From an optimization exercise on the open Yosys and OpenROAD flow, aimed at small area, a short achievable clock period and few clock cycles per item; shortcuts taken in it are not production practice. In this exercise RTL edits were held to simulation tests only and were not proved equivalent to the original. Power is estimated from default activity; no workload was simulated.

===== flow/config.mk =====
export PLATFORM = sky130hd
export DESIGN_NAME = ring_buffer_with_overwrite_mode_top
export DESIGN_NICKNAME = ring_buffer_with_overwrite_mode_top
export VERILOG_FILES = /design/flow/design.v
export SDC_FILE = /design/flow/constraint.sdc
export NUM_CORES = 4
export LEC_CHECK = 0
export CAP_MARGIN = 20
export CORE_MARGIN = 2
export CORE_UTILIZATION = 45
export CTS_CLUSTER_DIAMETER = 80
export CTS_CLUSTER_SIZE = 20
export PLACE_DENSITY = 0.55
export SLEW_MARGIN = 20

===== flow/constraint.sdc =====
create_clock -name core_clock -period 10.0 [get_ports {clk}]
set_input_delay 2.0000 -clock core_clock [delete_from_list [all_inputs] [get_ports {clk}]]
set_output_delay 2.0000 -clock core_clock [all_outputs]
set_load 0.01 [all_outputs]

===== flow/design.v =====
package rbo_pkg;
    localparam int DEPTH          = 256;
    localparam int ADDR_BITS      = $clog2(DEPTH);
    localparam int DATA_BITS      = 16;
    localparam int CAP_BITS       = ADDR_BITS + 1;
    localparam int POS_BITS       = 8;
    localparam int CFG_INDEX_BITS = 2;
    localparam int CFG_DATA_BITS  = CAP_BITS;
    localparam int RES_BITS       = DATA_BITS + CAP_BITS + 2;
    localparam logic [CAP_BITS-1:0] CAP_MAX = CAP_BITS'(DEPTH);
    localparam logic [CAP_BITS-1:0] CAP_MIN = CAP_BITS'(1);
    localparam logic CMD_PUSH = 1'b0;
    localparam logic CMD_READ = 1'b1;
    localparam logic MODE_OVERWRITE = 1'b1;
    localparam logic [CFG_INDEX_BITS-1:0] CFG_CAPACITY = CFG_INDEX_BITS'(0);
    localparam logic [CFG_INDEX_BITS-1:0] CFG_MODE     = CFG_INDEX_BITS'(1);
endpackage
module rbo_ram #(
    parameter int WIDTH = 16,
    parameter int DEPTH = 256,
    parameter int NROW  = 64
) (
    input  logic                     clk,
    input  logic                     we,
    input  logic [$clog2(DEPTH)-1:0] waddr,
    input  logic [WIDTH-1:0]         wdata,
    input  logic [NROW-1:0]          rsel_row,
    input  logic [DEPTH/NROW-1:0]    rsel_grp,
    output logic [WIDTH-1:0]         rdata
);
    localparam int NGRP = DEPTH / NROW;
    logic [WIDTH-1:0] mem [DEPTH];
    logic [WIDTH-1:0] grp_pick [NGRP];
    logic [WIDTH-1:0] grp_reg  [NGRP];
    always_ff @(posedge clk)
    begin
        if (we)
        begin
            mem[waddr] <= wdata;
        end
    end
    always_comb
    begin
        for (int g = 0; g < NGRP; g++)
        begin
            grp_pick[g] = '0;
            for (int r = 0; r < NROW; r++)
            begin
                if (rsel_row[r])
                begin
                    grp_pick[g] = grp_pick[g] | mem[g * NROW + r];
                end
            end
        end
    end
    always_ff @(posedge clk)
    begin
        for (int g = 0; g < NGRP; g++)
        begin
            grp_reg[g] <= grp_pick[g];
        end
    end
    always_comb
    begin
        rdata = '0;
        for (int g = 0; g < NGRP; g++)
        begin
            if (rsel_grp[g])
            begin
                rdata = rdata | grp_reg[g];
            end
        end
    end
endmodule
module rbo_ctrl #(
    parameter int W = 27
) (
    input  logic         clk,
    input  logic         rst_n,
    input  logic         in_valid,
    output logic         in_ready,
    input  logic         res_valid,
    input  logic [W-1:0] res_data,
    output logic         out_valid,
    input  logic         out_ready,
    output logic [W-1:0] out_data
);
    localparam int MAX_IN_FLIGHT = 4;
    localparam int QD = MAX_IN_FLIGHT - 1;
    logic [2:0]   inflight_reg;
    logic         in_busy_reg;    
    logic         acc, take;
    logic         hv_reg;
    logic [W-1:0] h_reg;
    logic [W-1:0] q_mem [QD];
    logic [1:0]   q_wp, q_rp;
    logic [1:0]   q_cnt;
    logic         q_nonempty;
    logic         h_load;
    logic         h_from_res;
    logic [1:0]   q_wp_inc, q_rp_inc;
    assign acc  = in_valid && !in_busy_reg;
    assign take = hv_reg && out_ready;
    always_ff @(posedge clk or negedge rst_n)
    begin
        if (!rst_n)
        begin
            inflight_reg <= '0;
            in_busy_reg  <= 1'b0;
        end
        else
        begin
            inflight_reg <= inflight_reg + {2'b0, acc} - {2'b0, take};
            case ({acc, take})
                2'b10:   in_busy_reg <= (inflight_reg >= 3'(MAX_IN_FLIGHT - 1));
                2'b01:   in_busy_reg <= (inflight_reg >= 3'(MAX_IN_FLIGHT + 1));
                default: in_busy_reg <= (inflight_reg >= 3'(MAX_IN_FLIGHT));
            endcase
        end
    end
    assign in_ready = !in_busy_reg;
    assign q_nonempty = (q_cnt != 2'd0);
    assign h_load     = !hv_reg || out_ready;
    assign h_from_res = h_load && !q_nonempty && res_valid;
    assign q_wp_inc   = (q_wp == 2'(QD - 1)) ? 2'd0 : q_wp + 2'd1;
    assign q_rp_inc   = (q_rp == 2'(QD - 1)) ? 2'd0 : q_rp + 2'd1;
    always_ff @(posedge clk or negedge rst_n)
    begin
        if (!rst_n)
        begin
            hv_reg <= 1'b0;
            q_wp   <= '0;
            q_rp   <= '0;
            q_cnt  <= '0;
        end
        else
        begin
            if (h_load)
            begin
                hv_reg <= q_nonempty || res_valid;
            end
            if (res_valid && !h_from_res)
            begin
                q_wp <= q_wp_inc;
            end
            if (h_load && q_nonempty)
            begin
                q_rp <= q_rp_inc;
            end
            q_cnt <= q_cnt + {1'b0, res_valid && !h_from_res} - {1'b0, h_load && q_nonempty};
        end
    end
    always_ff @(posedge clk)
    begin
        if (h_load)
        begin
            h_reg <= q_nonempty ? q_mem[q_rp] : res_data;
        end
    end
    always_ff @(posedge clk)
    begin
        for (int i = 0; i < QD; i++)
        begin
            if (res_valid && (q_wp == 2'(i)))
            begin
                q_mem[i] <= res_data;
            end
        end
    end
    assign out_valid = hv_reg;
    assign out_data  = h_reg;
endmodule
module rbo_dp (
    input  logic                                 clk,
    input  logic                                 rst_n,
    input  logic                                 cfg_write_en,
    input  logic [rbo_pkg::CFG_INDEX_BITS-1:0]   cfg_index,
    input  logic [rbo_pkg::CFG_DATA_BITS-1:0]    cfg_data,
    input  logic                                 accept,
    input  logic                                 cmd_in,
    input  logic [rbo_pkg::DATA_BITS-1:0]        push_value,
    input  logic [rbo_pkg::POS_BITS-1:0]         position,
    output logic                                 res_valid,
    output logic [rbo_pkg::RES_BITS-1:0]         res_data
);
    localparam int AB = rbo_pkg::ADDR_BITS;
    localparam int CB = rbo_pkg::CAP_BITS;
    localparam int DB = rbo_pkg::DATA_BITS;
    logic          r_vld;
    logic [63:0]   r_row;
    logic [3:0]    r_grp;
    logic [AB-1:0] slot;
    logic [CB-1:0] r_fill;
    logic          r_drop;
    logic          r_perr;
    logic [DB-1:0] ram_rdata;
    logic          s_vld;
    logic [3:0]    s_grp;
    logic [CB-1:0] s_fill;
    logic          s_drop;
    logic          s_perr;
    logic                   a_vld;
    logic                   a_cmd;
    logic [DB-1:0]          a_val;
    logic [AB-1:0]          a_pos;
    logic                   c_vld;
    logic                   c_idx0;
    logic [CB-1:0]          c_dat;
    assign a_vld  = accept;
    assign a_cmd  = cmd_in;
    assign a_val  = push_value;
    assign a_pos  = position;
    assign c_vld  = cfg_write_en && (cfg_index[1] == 1'b0);
    assign c_idx0 = (cfg_index[0] == 1'b0);
    assign c_dat  = cfg_data;
    logic [CB-1:0] cap_reg;       
    logic [CB-1:0] cap_m1_reg;    
    logic          mode_reg;      
    logic [AB-1:0] oldest_reg;
    logic [AB-1:0] tail_reg;      
    logic [CB-1:0] count_reg;
    logic          full_reg;      
    logic [CB-1:0] cap_clamped;
    logic          do_push, do_write, do_drop, do_read;
    logic          pos_err, hit;
    logic [CB-1:0] fill_after;
    always_comb
    begin
        if (c_dat == '0)
        begin
            cap_clamped = rbo_pkg::CAP_MIN;
        end
        else if (c_dat > rbo_pkg::CAP_MAX)
        begin
            cap_clamped = rbo_pkg::CAP_MAX;
        end
        else
        begin
            cap_clamped = c_dat;
        end
    end
    assign do_push  = a_vld && (a_cmd == rbo_pkg::CMD_PUSH);
    assign do_read  = a_vld && (a_cmd == rbo_pkg::CMD_READ);
    assign do_drop  = do_push && full_reg && (mode_reg != rbo_pkg::MODE_OVERWRITE);
    assign do_write = do_push && !do_drop;
    assign pos_err  = ({1'b0, a_pos} >= cap_reg);
    assign hit      = ({1'b0, a_pos} < count_reg);
    assign slot     = oldest_reg + a_pos;
    assign fill_after = (do_write && !full_reg) ? count_reg + CB'(1) : count_reg;
    always_ff @(posedge clk or negedge rst_n)
    begin
        if (!rst_n)
        begin
            cap_reg    <= rbo_pkg::CAP_MAX;
            cap_m1_reg <= rbo_pkg::CAP_MAX - CB'(1);
            mode_reg   <= rbo_pkg::MODE_OVERWRITE;
            oldest_reg <= '0;
            tail_reg   <= '0;
            count_reg  <= '0;
            full_reg   <= 1'b0;
        end
        else if (c_vld)
        begin
            if (c_idx0)
            begin
                cap_reg    <= cap_clamped;
                cap_m1_reg <= cap_clamped - CB'(1);
            end
            else
            begin
                mode_reg <= c_dat[0];
            end
            oldest_reg <= '0;
            tail_reg   <= '0;
            count_reg  <= '0;
            full_reg   <= 1'b0;
        end
        else if (do_write)
        begin
            tail_reg <= tail_reg + AB'(1);
            if (full_reg)
            begin
                oldest_reg <= oldest_reg + AB'(1);
            end
            else
            begin
                count_reg <= count_reg + CB'(1);
                full_reg  <= (count_reg == cap_m1_reg);
            end
        end
    end
    logic          w_en;
    logic [AB-1:0] w_addr;
    logic [DB-1:0] w_data;
    always_ff @(posedge clk or negedge rst_n)
    begin
        if (!rst_n)
        begin
            w_en <= 1'b0;
        end
        else
        begin
            w_en <= do_write && !c_vld;
        end
    end
    always_ff @(posedge clk)
    begin
        w_addr <= tail_reg;
        w_data <= a_val;
    end
    rbo_ram #(
        .WIDTH (DB),
        .DEPTH (rbo_pkg::DEPTH)
    ) u_ram (
        .clk     (clk),
        .we      (w_en),
        .waddr   (w_addr),
        .wdata   (w_data),
        .rsel_row (r_row),
        .rsel_grp (s_grp),
        .rdata   (ram_rdata)
    );
    always_ff @(posedge clk or negedge rst_n)
    begin
        if (!rst_n)
        begin
            r_vld <= 1'b0;
        end
        else
        begin
            r_vld <= a_vld;
        end
    end
    always_ff @(posedge clk)
    begin
        r_row  <= 64'(1) << slot[5:0];
        r_grp  <= (do_read && hit) ? (4'(1) << slot[7:6]) : 4'(0);
        r_fill <= fill_after;
        r_drop <= do_drop;
        r_perr <= do_read && pos_err;
    end
    always_ff @(posedge clk or negedge rst_n)
    begin
        if (!rst_n)
        begin
            s_vld <= 1'b0;
        end
        else
        begin
            s_vld <= r_vld;
        end
    end
    always_ff @(posedge clk)
    begin
        s_grp  <= r_grp;
        s_fill <= r_fill;
        s_drop <= r_drop;
        s_perr <= r_perr;
    end
    assign res_valid = s_vld;
    assign res_data  = {ram_rdata, s_fill, s_drop, s_perr};
endmodule
module ring_buffer_with_overwrite_mode_top (
    input  logic                               clk,
    input  logic                               rst_n,
    input  logic                               cfg_write_en,
    input  logic [rbo_pkg::CFG_INDEX_BITS-1:0] cfg_index,
    input  logic [rbo_pkg::CFG_DATA_BITS-1:0]  cfg_data,
    input  logic                               in_valid,
    output logic                               in_ready,
    input  logic                               cmd,
    input  logic [rbo_pkg::DATA_BITS-1:0]      push_value,
    input  logic [rbo_pkg::POS_BITS-1:0]       position,
    output logic                               out_valid,
    input  logic                               out_ready,
    output logic [rbo_pkg::DATA_BITS-1:0]      read_value,
    output logic [rbo_pkg::CAP_BITS-1:0]       fill_count,
    output logic                               dropped,
    output logic                               position_error
);
    logic                          res_valid;
    logic [rbo_pkg::RES_BITS-1:0]  res_data;
    logic [rbo_pkg::RES_BITS-1:0]  out_data;
    rbo_ctrl #(
        .W (rbo_pkg::RES_BITS)
    ) u_ctrl (
        .clk       (clk),
        .rst_n     (rst_n),
        .in_valid  (in_valid),
        .in_ready  (in_ready),
        .res_valid (res_valid),
        .res_data  (res_data),
        .out_valid (out_valid),
        .out_ready (out_ready),
        .out_data  (out_data)
    );
    rbo_dp u_dp (
        .clk          (clk),
        .rst_n        (rst_n),
        .cfg_write_en (cfg_write_en),
        .cfg_index    (cfg_index),
        .cfg_data     (cfg_data),
        .accept       (in_valid && in_ready),
        .cmd_in       (cmd),
        .push_value   (push_value),
        .position     (position),
        .res_valid    (res_valid),
        .res_data     (res_data)
    );
    assign {read_value, fill_count, dropped, position_error} = out_data;
endmodule

===== flow/flow/run.sh =====
#!/bin/bash
# Layout flow: the standard ORFS flow (standard.sh, unchanged synthesis),
# with these knobs changed:
#  - every input and output port is still buffered, but with a plain buffer
#    (buf_2) rather than the delay cell the resizer picks by default;
#  - sizing may swap cells of a different footprint;
set -euo pipefail
bash standard.sh SETUP_SLACK_MARGIN=6.5 MATCH_CELL_FOOTPRINT=0 \
  "BUFFER_PORTS_ARGS=-buffer_cell sky130_fd_sc_hd__buf_2" \
  "CTS_ARGS=-sink_clustering_enable -repair_clock_nets -sink_clustering_size 20 -sink_clustering_max_diameter 80 -dont_use_dummy_load" \
  finish > flow_make.log 2>&1

===== flow/standard.sh =====
#!/bin/bash
# synth_recipe.tcl (not shown) runs the flow's synth.tcl, then flattens the netlist and writes it again
# the make line also repeats each setting of config.mk as NAME=value (left out here)
make -C /OpenROAD-flow-scripts/flow DESIGN_CONFIG=/design/flow/config.mk WORK_HOME=/design/flow/orfs CLKGATE_MAP_FILE= SYNTH_SCRIPT=/design/flow/synth_recipe.tcl "${@:-finish}"

==> results of run 1 <==
==> through the flow <==
step | utilization [%] | hold WS (ps)
floorplan | - | 310
global placement | 47.8 | 316
detailed placement | 47.8 | 316
CTS | 49.7 | 333
global route | 49.7 | 319
finish | 49.7 | 303
==> cell type report <==
| class | instances | area (µm²) | area share, % |
|---|---|---|---|
| multi-input combinational | 3259 | 25800 | 14.8 |
| clock buffer | 263 | 6580 | 3.78 |
| inverter | 34 | 128 | 0.0733 |
| antenna | 31 | 77.6 | 0.0446 |
| tap | 4599 | 5750 | 3.31 |
| sequential | 4445 | 132000 | 75.6 |
| timing repair buffer | 531 | 4100 | 2.35 |
==> where the power goes <==
| part | internal, W | switching (W) | leakage (nW) |
|---|---|---|---|
| Clock | 0.00470 | 0.00590 | 3.24 |
| Combinational | 0.000398 | 0.00109 | 10.3 |
| Sequential | 0.0206 | 0.000332 | 40.1 |
| Total | 0.0257 | 0.00733 | 53.7 |
==> worst min-delay path by stage <==
stage | end | slack, ps | cells after the start
2_1_floorplan | u_dp.s_drop$_DFF_P_ | 310 | 0
3_3_place_gp | u_dp.s_fill[2]$_DFF_P_ | 320 | 0
3_5_place_dp | u_dp.s_drop$_DFF_P_ | 320 | 0
4_1_cts | u_dp.s_grp[2]$_DFF_P_ | 330 | 0
5_1_grt | u_dp.s_grp[2]$_DFF_P_ | 320 | 0
6_report | u_dp.s_grp[2]$_DFF_P_ | 300 | 0
==> metal layers <==
metal	global-route usage (%)	vias to the layer above
met5	0	-
met4	19.2	32
met3	12.0	1869
met2	53.7	10100
met1	50.7	52500
li1	-	35400
==> synth_stat cells (39+ instances only) <==
library cell / n
buf_1: 122
nor2_1: 367
clkbuf_1: 172
o21ai_0: 77
a221oi_1: 1025
nand4_1: 270
dfrtp_1: 49
a22o_1: 1025
dfxtp_1: 182
or4_1: 65
a22oi_1: 60
buf_2: 233
edfxtp_1: 4204
ha_1: 39
nand2_1: 128
==> kinds of logic after synthesis <==
| logic type | share of synthesized area, % |
|---|---|
| DFF | 82.9 |
| AOI/OAI and AO/OA | 12.0 |
| and+or+nand+nor | 2.97 |
| buffers and inverters | 1.51 |
| xor gates and xnor gates | 0.248 |
| adders and majority gates | 0.333 |
| muxes | 0.0473 |
==> timing repair <==
action,CTS,global route
pin swaps,1,0
setup endpoints to repair,8,30
buffers inserted,3,0
gates resized for setup,3,3
==> summary.txt, run 1 <==
Floorplan
  • Die Area: 357000 µm²
  • Die H: 598 µm
  • IO Count: 70
  • Row count: 217
  • Core area: 350000 µm²
  • Die width: 598 µm
  • Initial Util: 45.3%

Detailed routing
  • Met2 Wirelength: 289000 µm
  • Initial drt markers: 22.6k
  • Post-Route M1 WL: ~240000 µm
  • Routed wl met3: 112000 µm
  • Vias: about 100k
  • DR WL/cell: around 52 µm
  • Drt drc: 0
  • Max layer used: met5
  • Vias/cell: around 7.6
  • Drt total wl: approximately 680000 µm
  • Remaining antenna violation count after routing: 0
  • DR pass1 iterations: 8

Setup path
  • Reg2reg setup slack: 6370 ps
  • Crit path max fanout: 19
  • Worst path depth: 4
  • Crit path cell chain: nand2_1 > buf_4 > nor2_2 > buf_4
  • FF-to-FF End: u_dp.u_ram.mem[207][6]$_DFFE_PP_
  • Worst setup EP type: flip-flop
  • Critical path buffers and inverters: 2
  • Setup CP Type: flip-flop to flip-flop
  • Slowest CP cell: nor2_2
  • Crit start category: flip-flop
  • Top Family by Delay on Critical Path: simple AND/OR/NAND/NOR gates
  • Worst r2r src: u_dp.w_en$_DFF_PN0_
  • Critical path arrival: 4230 ps
  • Worst path max stage delay: 1010 ps
  • Critical path endpoint: u_dp.u_ram.mem[207][6]$_DFFE_PP_
  • Path depth of the worst reg2reg path: 4
  • Crit. Startpoint: u_dp.w_en$_DFF_PN0_
  • Critical Path Most Common Cell: buf_4
  • Required time of the critical path: 10600 ps

Synthesis
  • Sequential area share after synthesis: 82.9%
  • Synth warn: 6
  • Post-synth EDFFs: 4204
  • Largest area contributor in the netlist: edfxtp_1
  • Post-Syn Instances: 8265
  • Main area contributors after synthesis: edfxtp_1, a221oi_1, a22o_1, dfxtp_1, nand4_1
  • Syn avg cell area: between 15 and 20 µm²
  • Net Count, Synth: 8347
  • Yosys cell types: 57
  • Post-synth ARST share: 1.33%
  • Most used DFF post-synth: edfxtp_1
  • Top cell type's share of synthesized area: 79.6%
  • Post-Synthesis Cell Area: 159000 µm²
  • FF+latch count, synth: 4445

STA
  • Final hold violation count: 0
  • RSZ-0062 raised after global routing: true
  • Clock Skews: 79.5 ps
  • Worst Tran Pin Value: 1360 ps
  • Fin crit period: between 3000 and 4000 ps
  • Final setup violation count: 0
  • Fmax: 0.275 GHz
  • Fin. max-slew vios: 0
  • Worst Setup Slack, final: 6370 ps
  • Relative slew slack: 9.13%
  • Fin Setup TNS: 0 ps
  • Final period utilization: 36.3%

Clocking
  • Clk slew on worst S/H paths: 80 ps
  • Root buf cell: clkbuf_16
  • Clock Sinks: 4445
  • Worst skew pair latency: roughly 980 ps
  • TritonCTS buffer count: 263
  • Worst-case clock buffer depth: 4
  • TritonCTS clock tree: built
  • Hold_buf cts: 0
  • CTS H-tree depth: 5

Global routing
  • Initial antenna violation count: 56
  • Congestion Overflow GR: 0
  • First-pass GRT wire length: roughly 900000 µm
  • GRT Util Overall: between 30% and 40%
  • Vias in the first global route: between 90k and 100k
  • Largest net degree at the start of global routing: 192

Pwr
  • Cell area power density: 190 nW/µm²
  • Lkg Pwr: 53.7 nW
  • Max VDD drop: roughly 0.13 mV
  • Total Power: roughly 0.033 W

Placed design
  • Post-DP Area: 167000 µm²
  • Worst Setup Slack post-DPL: 5870 ps
  • Placed Cells: 12.9k
  • Dpl hpwl: 380000 µm
  • PortBufs: 69
  • Gpl congestion: 0.918

Cells and area
  • Commonest cells after routing, fill and taps aside: edfxtp_1, a22o_1, a221oi_1
  • Design area: approximately 170000 µm²
  • Layout Area Growth over Synthesis: 9.79%
  • Most common cell after layout, fill and taps aside: edfxtp_1
  • Layout cells sized above 1: about 14%
  • Final non-filler cell total: approximately 13k
  • Number of fill cells: about 28k
  • Most flops, register: u_dp.u_ram.mem
  • Largest registers: u_dp.u_ram.mem: 4096 flops, u_ctrl.q_mem: 81 flops
  • Flip-flop count of the largest register after layout: 4096
  • Final net count: 8616

Worst hold path
  • Hold crit path type: flip-flop to flip-flop
  • Min-delay src: u_dp.r_grp[2]$_SDFF_PN0_

Flow run
  • Max Cap Viol: 0

Run status
  • Status: no timing/DRC/antenna violations
Testbench counts, summed over its fixed seeds: cycles 48,208, items 48,000.
==> run 2, diff against run 1 <==
--- a/flow/design.v
+++ b/flow/design.v
@@ -18,11 +18,12 @@
 module rbo_ram #(
     parameter int WIDTH = 16,
     parameter int DEPTH = 256,
-    parameter int NROW  = 64
+    parameter int NROW  = 64,
+    parameter int NWLO  = 16
 ) (
     input  logic                     clk,
-    input  logic                     we,
-    input  logic [$clog2(DEPTH)-1:0] waddr,
+    input  logic [NWLO-1:0]          wsel_lo,
+    input  logic [DEPTH/NWLO-1:0]    wsel_hi,
     input  logic [WIDTH-1:0]         wdata,
     input  logic [NROW-1:0]          rsel_row,
     input  logic [DEPTH/NROW-1:0]    rsel_grp,
@@ -34,9 +35,12 @@
     logic [WIDTH-1:0] grp_reg  [NGRP];
     always_ff @(posedge clk)
     begin
-        if (we)
+        for (int i = 0; i < DEPTH; i++)
         begin
-            mem[waddr] <= wdata;
+            if (wsel_lo[i % NWLO] && wsel_hi[i / NWLO])
+            begin
+                mem[i] <= wdata;
+            end
         end
     end
     always_comb
@@ -289,23 +293,23 @@
             end
         end
     end
-    logic          w_en;
-    logic [AB-1:0] w_addr;
+    logic [15:0]   w_lo;
+    logic [15:0]   w_hi;
     logic [DB-1:0] w_data;
     always_ff @(posedge clk or negedge rst_n)
     begin
         if (!rst_n)
         begin
-            w_en <= 1'b0;
+            w_lo <= '0;
         end
         else
         begin
-            w_en <= do_write && !c_vld;
+            w_lo <= (do_write && !c_vld) ? (16'(1) << tail_reg[3:0]) : 16'(0);
         end
     end
     always_ff @(posedge clk)
     begin
-        w_addr <= tail_reg;
+        w_hi   <= 16'(1) << tail_reg[7:4];
         w_data <= a_val;
     end
     rbo_ram #(
@@ -313,9 +317,9 @@
         .DEPTH (rbo_pkg::DEPTH)
     ) u_ram (
         .clk     (clk),
-        .we      (w_en),
-        .waddr   (w_addr),
-        .wdata   (w_data),
+        .wsel_lo  (w_lo),
+        .wsel_hi  (w_hi),
+        .wdata    (w_data),
         .rsel_row (r_row),
         .rsel_grp (s_grp),
         .rdata   (ram_rdata)
==> summary.txt, run 2 <==
Global routing
  • GR Util met3: 11.1% (-0.92 points)
  • GR peak layer: met2
  • Congestion Overflow GR: 0 (unchanged)
  • Largest net degree at the start of global routing: 208 (+8.3%)
  • Initial antenna violation count: 58 (+3.6%)
  • GRT Util Overall: 36.3% (-1.0 points)
  • First-pass GRT wire length: 867000 µm (-0.94%)
  • Vias in the first global route: 89.7k (-0.54%)
  • Met2 GRT Util: 53.6% (-0.16 points)
  • Met1 Usage GRT: 48.3% (-2.4 points)

Detailed routing
  • Drt drc: 0 (unchanged)
  • Vias: 98.4k (-1.6%)
  • Initial drt markers: 22.6k (unchanged)
  • Drt total wl: 674000 µm (-0.94%)
  • Vias/cell: 7.48 (-1.5%)
  • DR WL/cell: 51.3 µm (-0.84%)
  • Remaining antenna violation count after routing: 0 (unchanged)
  • DR pass1 iterations: 8 (unchanged)

STA
  • Fin crit period: 3550 ps (-82.5 ps)
  • RSZ-0062 raised after global routing: true
  • Clock Skews: 56.8 ps (-22.7 ps)
  • Hold slack: 318 ps (+15.1 ps)
  • Worst Tran Pin Value: 1470 ps (+109 ps)
  • Final hold violation count: 0 (unchanged)
  • Fin. max-slew vios: 0 (unchanged)
  • Relative slew slack: 1.84% (-7.3 points)
  • Final period utilization: 35.5% (-0.82 points)
  • Final setup violation count: 0 (unchanged)
  • Fin Setup TNS: 0 ps (unchanged)
  • Fmax: 0.282 GHz (+2.3%)

Synthesis
  • Post-synth EDFFs: 4204 (unchanged)
  • Synth warn: 7 (+1)
  • Top-count cell post-synth: edfxtp_1
  • FF+latch count, synth: 4468 (+0.52%)
  • Post-Syn Instances: 8262 (-0.036%)
  • Sequential area share after synthesis: 82.0% (-0.84 points)
  • Top cell type's share of synthesized area: 78.5% (-1.1 points)
  • Net Count, Synth: 8349 (+0.024%)
  • Main area contributors after synthesis: edfxtp_1, a22o_1, a221oi_1, dfxtp_1, buf_6
  • Yosys cell types: 57 (unchanged)
  • Syn avg cell area: 19.5 µm² (+1.5%)
  • Largest area contributor in the netlist: edfxtp_1
  • Most frequent cells after synthesis: edfxtp_1, a22o_1, a221oi_1
  • Most used DFF post-synth: edfxtp_1
  • Post-Synthesis Cell Area: 161000 µm² (+1.4%)
  • Post-synth ARST share: 1.66% (+0.33 points)

Placed design
  • PortBufs: 69 (unchanged)
  • Dpl hpwl: 365000 µm (-3.9%)
  • Gpl congestion: 0.901 (-1.9%)

Cells and area
  • Largest registers: u_dp.u_ram.mem: 4096 flops, u_ctrl.q_mem: 81 flops
  • Most flops, register: u_dp.u_ram.mem
  • Most common cell after layout, fill and taps aside: edfxtp_1
  • Number of fill cells: 28.9k (+2.5%)
  • Layout Area Growth over Synthesis: 7.98%
  • Final core utilization: 48.8% (-0.95 points)
  • Layout cells sized above 1: 11.4% (-2.3 points)
  • Commonest cells after routing, fill and taps aside: edfxtp_1, a22o_1, a221oi_1
  • Flip-flop count of the largest register after layout: 4096 (unchanged)
  • Final net count: 8449 (-1.9%)

Pwr
  • Lkg Pwr: 53.9 nW (+0.42%)
  • Max VDD drop: 0.139 mV (+8.5%)
  • Cell area power density: 191 nW/µm² (+0.62%)

Setup path
  • Top Family by Delay on Critical Path: flip-flops
  • Slowest CP cell: edfxtp_1
  • Worst setup EP type: output pin
  • Critical path arrival: 1550 ps (-2680 ps)
  • Required time of the critical path: 8000 ps (-2600 ps)
  • Crit start category: flip-flop
  • Setup CP Type: flip-flop to output pin
  • Critical path buffers and inverters: 1 (-1)
  • Crit path cell chain: buf_2
  • Worst path max stage delay: 450 ps (-560 ps)
  • Crit path max fanout: 1 (-18)

Worst hold path
  • Hold crit path type: flip-flop to flip-flop

Clocking
  • Clk slew on worst S/H paths: 80 ps (about the same)
  • TritonCTS buffer count: 265 (+0.76%)
  • Worst skew pair latency: 960 ps (-20 ps)
  • TritonCTS clock tree: built
  • Root buf cell: clkbuf_16
  • Worst-case clock buffer depth: 4 (unchanged)
  • Clock Sinks: 4468 (+0.52%)
  • CTS H-tree depth: 5 (unchanged)

Floorplan
  • Die Area: 362000 µm² (+1.4%)
  • Row count: 219 (+0.92%)
  • Die width: 602 µm (+0.71%)
  • Core area: 356000 µm² (+1.7%)
  • IO Count: 70 (unchanged)
  • Initial Util: 45.2% (-0.12 points)
  • Die H: 602 µm (+0.71%)

Run status
  • Status: no timing/DRC/antenna violations

Flow run
  • Max Cap Viol: 0 (unchanged)
-- run 2: cell types whose count changed after synthesis, sizes merged, moves of 9 or more --
cell / change
nor3: +63
and3: +12
buf: -9
clkbuf: +11
nand3: -30
and2: +258
nand2: -12
nor2: -329
dfrtp: +15
-- run 2: final cells by class --
type | instances | area [µm²] | area share [%]
tap | 4751 | 5940 | 3.42
multi-input combinational | 3229 | 25900 | 14.9
clock buffer | 265 | 6630 | 3.82
timing repair buffer | 362 | 2770 | 1.59
inverter | 36 | 135 | 0.0778
sequential | 4468 | 132000 | 76.1
antenna | 38 | 95.1 | 0.0548
-- run 2: worst paths after layout --
path                       slack, ps  depth (start not counted)                  startpoint                                to
hold reg to reg                  320                          0      u_dp.r_fill[2]$_DFF_P_            u_dp.s_fill[2]$_DFF_P_
setup reg to reg                6630                          6   u_dp.r_row[29]$_SDFF_PP0_  u_dp.u_ram.grp_reg[2][5]$_DFF_P_
hold / removal                   320                          0      u_dp.r_fill[2]$_DFF_P_            u_dp.s_fill[2]$_DFF_P_
min in group asynchronous       1210                          1                       rst_n        u_ctrl.q_rp[0]$_DFFE_PN0P_
max in group asynchronous       8080                          1                       rst_n            u_dp.w_lo[1]$_DFF_PN0_
setup / recovery                6450                          1  u_ctrl.h_reg[10]$_DFFE_PP_                     fill_count[8]
-- run 2: power breakdown --
part	total, W	internal [W]	switching, W
sequential	0.0210	0.0207	0.000300
clock	0.0107	0.00473	0.00597
combinational	0.00146	0.000395	0.00107
-- run 2: timing repair --
item                       CTS  global route
cloned                       0             0
gates resized for setup      2             4
setup endpoints to repair    9            51
hold buffers                 0             0
setup buffers                2             1
-- run 2: logic make-up (layout without fill, tap and decap cells) --
group	Yosys count	after routing	synth area share, %
AND/OR/NAND/NOR	905	905	3.29
flip-flops	4468	4468	82.0
buffers and inverters	565	663	2.20
other	0	38	0
adder cells (fa/ha/maj)	46	46	0.367
multiplexers	4	4	0.0272
XOR/XNOR	45	45	0.245
AO/OA/AOI/OAI	2229	2229	11.9
-- run 2: stage by stage --
step                power [W]  setup WS [ps]  cell area, µm²  cells
global route           0.0338           6440          174000  13100
floorplan              0.0220           6380          161000   8262
detailed placement     0.0228           5620          167000  12800
global placement       0.0228           5660          167000  12800
finish                 0.0332           6450          174000  13100
CTS                    0.0330           6420          174000  13100
-- run 2: metal layers --
metal,vias to the layer above,share of wire [%],wire (µm)
met1,51800,35,233000
li1,35100,-,-
met4,32,6.5,43700
met2,9565,43,293000
met3,1865,15,104000
met5,-,0.032,218
Testbench counts of run 2, summed over its fixed seeds: cycles 48,208, items 48,000.

-- static timing again, ports no longer ideal --
In the flow no input, the clock included, has a driving cell. The finished layouts below were timed again as built, in two steps.
Step 1 assumes that a clkbuf_16 drives the clock port and a buf_2 every other input.
Step 2 adds t to the input delays and takes it off the output delays; t is the mean of the earliest and latest rising clock arrival at the registers after step 1. Input paths then give back, and output paths get back, about the clock's delay inside the block.
Slacks: ideal / step 1 / step 2; pairs: ideal / step 1.
run	t (ns)	slack for setup (ns)	hold WS [ns]	worst register clock-pin slew, ns
run 1	1.038	6.369 / 6.369 / 5.834	0.303 / 0.303 / 0.303	0.09 / 0.09
run 2	1.040	6.452 / 6.347 / 5.678	0.318 / 0.318 / 0.318	0.09 / 0.09
After both steps setup and hold are still met in every run listed. The setup slack of run 2, which loses most, moves by -0.105 ns with the drivers and by -0.774 ns with both steps.
